This design comes from an exercise in tuning for small area on the open sky130 flow, not from production work. In this exercise RTL edits were held to simulation tests only and were not proved equivalent to the original. Power figures rest on the tool's default switching activity, not on a simulated workload.

==> umber: inputs <==
==> flow/design.v <==
package rv_core_pkg;
    typedef logic [32-1:0] word_t;
    typedef logic [$clog2(32)-1:0] reg_idx_t;
    typedef logic [3:0] funct_t;
    typedef enum logic [3:0] {
        ALU_ADD  = 4'b0000,
        ALU_SUB  = 4'b0001,
        ALU_SLT  = 4'b0010,   
        ALU_SLTU = 4'b0011,   
        ALU_SLL  = 4'b0100,
        ALU_SRL  = 4'b0101,
        ALU_XOR  = 4'b0110,
        ALU_OR   = 4'b0111,
        ALU_AND  = 4'b1000,
        ALU_SRA  = 4'b1001    
    } alu_op_t;
endpackage
`timescale 1ns/1ps
module rv_aoi222 (
    input  logic [2:0] s,
    input  logic [2:0] d,
    output logic       y_n
);
    assign y_n = ~|(s & d);
endmodule
module rv_nand4 (
    input  logic [3:0] a,
    output logic       y
);
    assign y = ~&a;
endmodule
module rv_regfile (
    input  logic       clk,
    input  logic       first,   
    input  logic [4:0] rd_w,    
    input  logic [3:0] wd,      
    input  logic [4:0] rs1,
    input  logic [4:0] rs2,
    output logic [3:0] a,       
    output logic [3:0] rd2      
);
    logic [127:0] head;   
    assign head[3:0] = 4'd0;   
    for (genvar r = 1; r < 32; r++) begin : g_reg
        logic [31:0] q;   
        logic        we;
        assign we = first || (rd_w == 5'(r));
        assign head[4*r +: 4] = q[3:0];
        always_ff @(posedge clk) begin
            q <= {we ? wd : q[3:0], q[31:4]};
        end
    end
    for (genvar p = 0; p < 2; p++) begin : g_port
        logic [4:0]  rs;
        logic [31:0] sel;
        logic [3:0]  o, m;
        logic        fwd;
        assign rs  = p ? rs2 : rs1;
        assign fwd = first || ((rs == rd_w) && (rd_w != 5'd0));
        for (genvar r = 0; r < 32; r++) begin : g_sel
            assign sel[r] = (rs == 5'(r));
        end
        for (genvar j = 0; j < 4; j++) begin : g_bit
            logic [11:0] t_n;   
            logic [2:0]  u;
            for (genvar m = 0; m < 10; m++) begin : g_aoi
                rv_aoi222 aoi (
                    .s (sel[3*m+3:3*m+1]),
                    .d ({head[4*(3*m+3)+j], head[4*(3*m+2)+j], head[4*(3*m+1)+j]}),
                    .y_n (t_n[m])
                );
            end
            assign t_n[10] = ~(sel[31] & head[4*31+j]);
            assign t_n[11] = 1'b1;
            rv_nand4 n0 (.a(t_n[3:0]),  .y(u[0]));
            rv_nand4 n1 (.a(t_n[7:4]),  .y(u[1]));
            rv_nand4 n2 (.a(t_n[11:8]), .y(u[2]));
            assign m[j] = |u;
        end
        assign o = fwd ? wd : m;
    end
    assign a   = g_port[0].o;
    assign rd2 = g_port[1].o;
endmodule
`timescale 1ns/1ps
module rv_core_top (
    input  logic     clk,
    input  logic     rst_n,
    input  rv_core_pkg::word_t    imem_insn,      
    output rv_core_pkg::word_t    imem_addr,
    output logic     retire_valid,   
    output rv_core_pkg::reg_idx_t retire_rd,
    output rv_core_pkg::word_t    retire_data
);
    logic [32:0] cnt;     
    logic        first;   
    always_ff @(posedge clk or negedge rst_n) begin
        if (!rst_n) begin
            cnt   <= '0;
            first <= 1'b1;
        end else begin
            cnt   <= cnt + 33'd1;
            if (cnt[2:0] == 3'd7) first <= 1'b0;
        end
    end
    logic [2:0] ph;
    logic       ph0, ph1, ph7;
    assign ph  = cnt[2:0];
    assign ph0 = (ph == 3'd0);
    assign ph1 = (ph == 3'd1);
    assign ph7 = (ph == 3'd7);
    assign imem_addr = {cnt[32:3], 2'b00};
    logic [31:0] insn;
    logic        is_op, is_imm, writes, alt, fb, sub, cmp, is_sll, is_srl;
    logic [4:0]  rs1, rs2, rd;
    logic [2:0]  fn;
    assign insn   = imem_insn;
    assign is_op  = (insn[6:0] == 7'b0110011);
    assign is_imm = (insn[6:0] == 7'b0010011);
    assign rd     = insn[11:7];
    assign rs1    = insn[19:15];
    assign rs2    = insn[24:20];
    assign writes = (is_op || is_imm) && (rd != 5'd0);
    assign alt    = is_op && insn[30];
    assign fb     = alt && (insn[14:12] != 3'b000) && (insn[14:12] != 3'b101);
    assign fn     = fb ? 3'b000 : insn[14:12];
    assign sub    = alt && (insn[14:12] == 3'b000);
    assign cmp    = (fn[2:1] == 2'b01);
    assign is_sll = (fn == 3'b001);
    assign is_srl = (fn == 3'b101);
    logic [4:0] rd_w;     
    logic [3:0] wd;       
    logic [3:0] a, b, rd2, immn;
    rv_regfile rf (
        .clk   (clk),
        .first (first),
        .rd_w  (rd_w),
        .wd    (wd),
        .rs1   (rs1),
        .rs2   (rs2),
        .a     (a),
        .rd2   (rd2)
    );
    always_comb begin
        case (ph)
            3'd0:    immn = insn[23:20];
            3'd1:    immn = insn[27:24];
            3'd2:    immn = insn[31:28];
            default: immn = {4{insn[31]}};
        endcase
    end
    assign b = is_op ? rd2 : immn;
    logic [31:0] h;       
    logic [4:0]  s;       
    logic [4:0]  sh;      
    always_ff @(posedge clk) begin
        h <= {a, h[31:4]};
        if (ph0) s[3:0] <= b;
        if (ph1) s[4]   <= b[0];
    end
    assign sh = {ph0 ? 1'b0 : (ph1 ? b[0] : s[4]), ph0 ? b : s[3:0]};
    logic       c;
    logic       cin, inv;
    logic [3:0] bx;
    logic [4:0] sum;
    logic       lt;
    logic [35:0] y;
    logic [35:0] ysh;
    logic [3:0] sll_n;
    logic [3:0] res;
    assign inv = sub || cmp;
    assign cin = ph0 ? inv : c;
    assign bx  = b ^ {4{inv}};
    assign sum = {1'b0, a} + {1'b0, bx} + {4'd0, cin};
    logic ltx, cmp_d;
    always_ff @(posedge clk) begin
        c     <= sum[4];
        ltx   <= !fn[0] && (a[3] ^ b[3]);   
        cmp_d <= ph7 && cmp;
    end
    assign lt = cmp_d && (!c ^ ltx);
    assign y   = {a, h};
    assign ysh = y << sh;
    for (genvar j = 0; j < 4; j++) begin : g_sll
        assign sll_n[j] = ({ph, 2'(j)} >= sh) ? ysh[32 + j] : 1'b0;
    end
    always_comb begin
        case (fn)
            3'b000:  res = sum[3:0];
            3'b001:  res = sll_n;
            3'b100:  res = a ^ b;
            3'b110:  res = a | b;
            3'b111:  res = a & b;
            default: res = 4'd0;   
        endcase
    end
    logic       srl_w, sra_w, sgn_w;
    logic [4:0] s_w;
    always_ff @(posedge clk) begin
        if (ph == 3'd6) begin
            srl_w <= is_srl;
            sra_w <= insn[30];
            s_w   <= s;
        end
        if (ph7) begin
            rd_w  <= writes ? rd : 5'd0;
            sgn_w <= a[3];
        end
    end
    logic [31:0] ysr;
    logic [2:0]  kn;      
    logic        fill;
    logic [3:0]  srl_n;
    assign ysr  = {a, h[31:4]} >> s_w;
    assign kn   = ph + 3'd1;
    assign fill = sra_w && (ph7 ? a[3] : sgn_w);
    for (genvar j = 0; j < 4; j++) begin : g_srl
        assign srl_n[j] = (({1'b0, kn, 2'(j)} + {1'b0, s_w}) > 6'd31) ? fill : ysr[j];
    end
    logic [31:0] r_q;
    always_ff @(posedge clk) begin
        r_q[31:28] <= res;
        r_q[27:24] <= r_q[31:28] & ~{4{ph1 && is_sll && b[0]}};
        r_q[23:4]  <= r_q[27:8];
        r_q[3:0]   <= srl_w ? srl_n : r_q[7:4];
    end
    logic [3:0] w;
    assign w  = {r_q[3:1], r_q[0] | lt};
    assign wd = first ? 4'd0 : w;
    logic [27:0] rt;
    always_ff @(posedge clk) begin
        rt <= {w, rt[27:4]};
    end
    assign retire_valid = ph7 && !first && (rd_w != 5'd0);
    assign retire_rd    = rd_w;
    assign retire_data  = {r_q[3:0], rt};
endmodule
==> flow/flow/run.sh <==
#!/bin/bash
# The standard layout (standard.sh, unchanged synthesis) with three
# changes to how the layout is made:
#  - ports are buffered with the smallest buffer cell instead of a delay cell
#  - the clock tree gets no dummy balancing loads
# Everything else (floorplan, power grid, taps, placement, routing) is the
# standard flow. The make output goes to layout.log in this folder; ORFS's
# per-step logs stay under orfs/logs.
set -euo pipefail
export BUFFER_PORTS_ARGS="-buffer_cell sky130_fd_sc_hd__buf_1"
export CTS_ARGS="-sink_clustering_enable -repair_clock_nets -sink_clustering_size 18 -sink_clustering_max_diameter 45 -buf_list sky130_fd_sc_hd__clkbuf_8 -dont_use_dummy_load"
bash standard.sh > layout.log 2>&1
==> flow/standard.sh <==
#!/bin/bash
# synth_recipe.tcl (not shown) runs the flow's synth.tcl, then flattens the netlist and writes it again
# the make line also repeats each setting of config.mk as NAME=value (left out here)
make -C /OpenROAD-flow-scripts/flow DESIGN_CONFIG=/design/flow/config.mk WORK_HOME=/design/flow/orfs CLKGATE_MAP_FILE= SYNTH_SCRIPT=/design/flow/synth_recipe.tcl "${@:-finish}"
==> flow/config.mk <==
export PLATFORM = sky130hd
export DESIGN_NAME = rv_core_top
export DESIGN_NICKNAME = rv_core_top
export VERILOG_FILES = /design/flow/design.v
export SDC_FILE = /design/flow/constraint.sdc
export NUM_CORES = 4
export LEC_CHECK = 0
export CAP_MARGIN = 10
export CORE_MARGIN = 2
export CORE_UTILIZATION = 70
export CTS_BUF_LIST = sky130_fd_sc_hd__clkbuf_8
export CTS_CLUSTER_DIAMETER = 45
export CTS_CLUSTER_SIZE = 18
export SLEW_MARGIN = 10
export SYNTH_HIERARCHICAL = 1
==> flow/constraint.sdc <==
create_clock -name core_clock -period 5.2 [get_ports {clk}]
set_input_delay 1.0400 -clock core_clock [delete_from_list [all_inputs] [get_ports {clk}]]
set_output_delay 1.0400 -clock core_clock [all_outputs]
set_load 0.01 [all_outputs]
==> garnet: changes against umber <==
==> flow/design.v (replaced) <==
package rv_core_pkg;
    typedef logic [32-1:0] word_t;
    typedef logic [$clog2(32)-1:0] reg_idx_t;
    typedef logic [3:0] funct_t;
    typedef enum logic [3:0] {
        ALU_ADD  = 4'b0000,
        ALU_SUB  = 4'b0001,
        ALU_SLT  = 4'b0010,   
        ALU_SLTU = 4'b0011,   
        ALU_SLL  = 4'b0100,
        ALU_SRL  = 4'b0101,
        ALU_XOR  = 4'b0110,
        ALU_OR   = 4'b0111,
        ALU_AND  = 4'b1000,
        ALU_SRA  = 4'b1001    
    } alu_op_t;
endpackage
`timescale 1ns/1ps
module rv_core_top (
    input  logic     clk,
    input  logic     rst_n,
    input  rv_core_pkg::word_t    imem_insn,      
    output rv_core_pkg::word_t    imem_addr,
    output logic     retire_valid,   
    output rv_core_pkg::reg_idx_t retire_rd,
    output rv_core_pkg::word_t    retire_data
);
    logic [32:0] cnt;     
    logic        first;   
    always_ff @(posedge clk or negedge rst_n) begin
        if (!rst_n) begin
            cnt   <= '0;
            first <= 1'b1;
        end else begin
            cnt   <= cnt + 33'd1;
            if (cnt[2:0] == 3'd7) first <= 1'b0;
        end
    end
    logic [2:0] ph;
    logic       ph0, ph1, ph7;
    assign ph  = cnt[2:0];
    assign ph0 = (ph == 3'd0);
    assign ph1 = (ph == 3'd1);
    assign ph7 = (ph == 3'd7);
    assign imem_addr = {cnt[32:3], 2'b00};
    logic [31:0] insn;
    logic        is_op, is_imm, writes, alt, fb, sub, cmp, is_sll, is_srl;
    logic [4:0]  rs1, rs2, rd;
    logic [2:0]  fn;
    assign insn   = imem_insn;
    assign is_op  = (insn[6:0] == 7'b0110011);
    assign is_imm = (insn[6:0] == 7'b0010011);
    assign rd     = insn[11:7];
    assign rs1    = insn[19:15];
    assign rs2    = insn[24:20];
    assign writes = (is_op || is_imm) && (rd != 5'd0);
    assign alt    = is_op && insn[30];
    assign fb     = alt && (insn[14:12] != 3'b000) && (insn[14:12] != 3'b101);
    assign fn     = fb ? 3'b000 : insn[14:12];
    assign sub    = alt && (insn[14:12] == 3'b000);
    assign cmp    = (fn[2:1] == 2'b01);
    assign is_sll = (fn == 3'b001);
    assign is_srl = (fn == 3'b101);
    logic [4:0] rd_w;     
    logic [3:0] wd;       
    logic [127:0] tailv;  
    assign tailv[3:0] = 4'd0;
    for (genvar r = 1; r < 32; r++) begin : g_reg
        logic [31:0] q;   
        logic        we;
        assign we       = first || (rd_w == 5'(r));
        assign tailv[4*r +: 4] = we ? wd : q[3:0];
        always_ff @(posedge clk) begin
            q <= {tailv[4*r +: 4], q[31:4]};
        end
    end
    logic [3:0] a, b, rd2, immn;
    assign a   = tailv[{rs1, 2'b00} +: 4];
    assign rd2 = tailv[{rs2, 2'b00} +: 4];
    always_comb begin
        case (ph)
            3'd0:    immn = insn[23:20];
            3'd1:    immn = insn[27:24];
            3'd2:    immn = insn[31:28];
            default: immn = {4{insn[31]}};
        endcase
    end
    assign b = is_op ? rd2 : immn;
    logic [31:0] h;       
    logic [4:0]  s;       
    logic [4:0]  sh;      
    always_ff @(posedge clk) begin
        h <= {a, h[31:4]};
        if (ph0) s[3:0] <= b;
        if (ph1) s[4]   <= b[0];
    end
    assign sh = {ph0 ? 1'b0 : (ph1 ? b[0] : s[4]), ph0 ? b : s[3:0]};
    logic       c;
    logic       cin, inv;
    logic [3:0] bx;
    logic [4:0] sum;
    logic       lt;
    logic [35:0] y;
    logic [35:0] ysh;
    logic [3:0] sll_n;
    logic [3:0] res;
    assign inv = sub || cmp;
    assign cin = ph0 ? inv : c;
    assign bx  = b ^ {4{inv}};
    assign sum = {1'b0, a} + {1'b0, bx} + {4'd0, cin};
    always_ff @(posedge clk) begin
        c <= sum[4];
    end
    assign lt = ~sum[4] ^ (fn[0] ? 1'b0 : (a[3] ^ b[3]));
    assign y   = {a, h};
    assign ysh = y << sh;
    for (genvar j = 0; j < 4; j++) begin : g_sll
        assign sll_n[j] = ({ph, 2'(j)} >= sh) ? ysh[32 + j] : 1'b0;
    end
    always_comb begin
        case (fn)
            3'b000:  res = sum[3:0];
            3'b001:  res = sll_n;
            3'b100:  res = a ^ b;
            3'b110:  res = a | b;
            3'b111:  res = a & b;
            default: res = 4'd0;   
        endcase
    end
    logic [31:0] r_q;
    always_ff @(posedge clk) begin
        r_q[31:28] <= res;
        r_q[27:24] <= r_q[31:28] & ~{4{ph1 && is_sll && b[0]}};
        r_q[23:1]  <= r_q[27:5];
        r_q[0]     <= r_q[4] | (ph7 && cmp && lt);
    end
    logic       srl_w, sra_w, sgn_w;
    logic [4:0] s_w;
    always_ff @(posedge clk) begin
        if (ph7) begin
            rd_w  <= writes ? rd : 5'd0;
            srl_w <= is_srl;
            sra_w <= insn[30];
            s_w   <= s;
            sgn_w <= a[3];
        end
    end
    logic [31:0] hsh;
    logic [3:0]  srl_n;
    assign hsh = h >> s_w;
    for (genvar j = 0; j < 4; j++) begin : g_srl
        assign srl_n[j] = (({1'b0, ph, 2'(j)} + {1'b0, s_w}) > 6'd31) ? (sra_w & sgn_w) : hsh[j];
    end
    logic [3:0] w;
    assign w  = srl_w ? srl_n : r_q[3:0];
    assign wd = first ? 4'd0 : w;
    logic [27:0] rt;
    always_ff @(posedge clk) begin
        rt <= {w, rt[27:4]};
    end
    assign retire_valid = ph7 && !first && (rd_w != 5'd0);
    assign retire_rd    = rd_w;
    assign retire_data  = {w, rt};
endmodule
==> flow/run.sh (new file) <==
#!/bin/bash
# synth_recipe.tcl (not shown) runs the flow's synth.tcl, then flattens the netlist and writes it again
# the make line also repeats each setting of config.mk as NAME=value (left out here)
make -C /OpenROAD-flow-scripts/flow DESIGN_CONFIG=/design/flow/config.mk WORK_HOME=/design/flow/orfs CLKGATE_MAP_FILE= SYNTH_SCRIPT=/design/flow/synth_recipe.tcl finish
==> flow/config.mk (replaced) <==
export PLATFORM = sky130hd
export DESIGN_NAME = rv_core_top
export DESIGN_NICKNAME = rv_core_top
export VERILOG_FILES = /design/flow/design.v
export SDC_FILE = /design/flow/constraint.sdc
export NUM_CORES = 4
export LEC_CHECK = 0
export CAP_MARGIN = 20
export CORE_MARGIN = 2
export CORE_UTILIZATION = 40
export SLEW_MARGIN = 20
removed: flow/flow/run.sh
removed: flow/standard.sh
==> indigo: changes against umber <==
==> flow/run.sh (new file) <==
#!/bin/bash
# synth_recipe.tcl (not shown) runs the flow's synth.tcl, then flattens the netlist and writes it again
# the make line also repeats each setting of config.mk as NAME=value (left out here)
make -C /OpenROAD-flow-scripts/flow DESIGN_CONFIG=/design/flow/config.mk WORK_HOME=/design/flow/orfs CLKGATE_MAP_FILE= SYNTH_SCRIPT=/design/flow/synth_recipe.tcl finish
==> flow/config.mk (replaced) <==
export PLATFORM = sky130hd
export DESIGN_NAME = rv_core_top
export DESIGN_NICKNAME = rv_core_top
export VERILOG_FILES = /design/flow/design.v
export SDC_FILE = /design/flow/constraint.sdc
export NUM_CORES = 4
export LEC_CHECK = 0
export CAP_MARGIN = 20
export CORE_MARGIN = 2
export CORE_UTILIZATION = 60
export CTS_BUF_LIST = sky130_fd_sc_hd__clkbuf_8
export CTS_CLUSTER_DIAMETER = 50
export CTS_CLUSTER_SIZE = 16
export GPL_TIMING_DRIVEN = 0
export SLEW_MARGIN = 20
export SYNTH_HIERARCHICAL = 1
removed: flow/flow/run.sh
removed: flow/standard.sh
==> comparison table <==
metric	umber	garnet	indigo
Vertical die dimension	213 um	296 um	230 um
Worst hold-check slack	0.262 ns	0.303 ns	0.184 ns
Aggregate negative setup slack	0 ns	-0.613 ns	-0.0130 ns
Post-synthesis xor/xnor area fraction	1.35%	0.950%	1.35%
Count of flip-flops with a built-in enable after synthesis	12	13	12
Fraction of post-synthesis cell area in the top cell type by area	71.6%	63.9%	71.6%
WP data arrival	5.30 ns	6.07 ns	5.78 ns
Fraction of the core area covered by cells at the end of the flow	75.7%	54.7%	68.1%
Hold endpoint	rf.g_reg[6].q[23]	g_reg[8].q[13]	-
Input/output buffers	101	101	97
Critical Path Sink	r_q[28]	r_q[31]	r_q[28]
Layout filler cell count	2432	7297	3493
Fraction of power consumed by sequential logic	67.5%	50.2%	64.3%
Highest fanout seen on the critical path	37	12	10
Power Clock	3.90 mW	7.73 mW	4.49 mW
Cell with the biggest individual delay on the critical path	a222oi_1	o21ai_0	a222oi_1
Placed cells	2763	4705	2905
Area of the mapped netlist	30500 um^2	34100 um^2	30500 um^2
RR Endpoint	r_q[28]	r_q[31]	r_q[28]
Initial antenna violation count	4	9	5
Crit. path cell count	16	26	17
Vias per std cell	5.82	5.24	5.47
Transition time of the tightest slew-check pin	1.03 ns	0.918 ns	0.860 ns
Type of the worst setup path	primary input to flop	flop to flop	primary input to flop
Status	complete, no violations	failed layout checks	failed layout checks
Layout check failures	-	negative setup slack	negative setup slack
Clk pin slew, worst setup/hold paths	0.08 ns	0.07 ns	0.10 ns

-- static timing again, ports no longer ideal --
The results above use ideal ports. As a check the final layouts listed here were re-extracted and re-timed, cells and wires unchanged.
Step 1, drivers: a clkbuf_16 drives clk and a buf_2 each remaining input, both assumed.
Step 2, shift: input delay + t, output delay - t, t = (earliest + latest rising clock arrival at the registers) / 2. This alone moves slack from input paths to output paths.
Three values: ideal ports, drivers, drivers and shift; two values: the first two.
run | t (ns) | setup slack, ns | worst setup path at the end | worst data-port slew with drivers (ns)
umber | 0.712 | 0.417 / 0.406 / -0.306 | input to register | 0.09
garnet | 0.760 | -0.283 / -0.283 / -0.856 | input to register | 0.07
indigo | 0.742 | -0.013 / 0.016 / -0.726 | input to register | 0.11
Met with ideal ports but missed after step 2: setup timing in umber. The setup slack of umber, which loses most, moves by -0.011 ns with the drivers and by -0.723 ns with both steps.
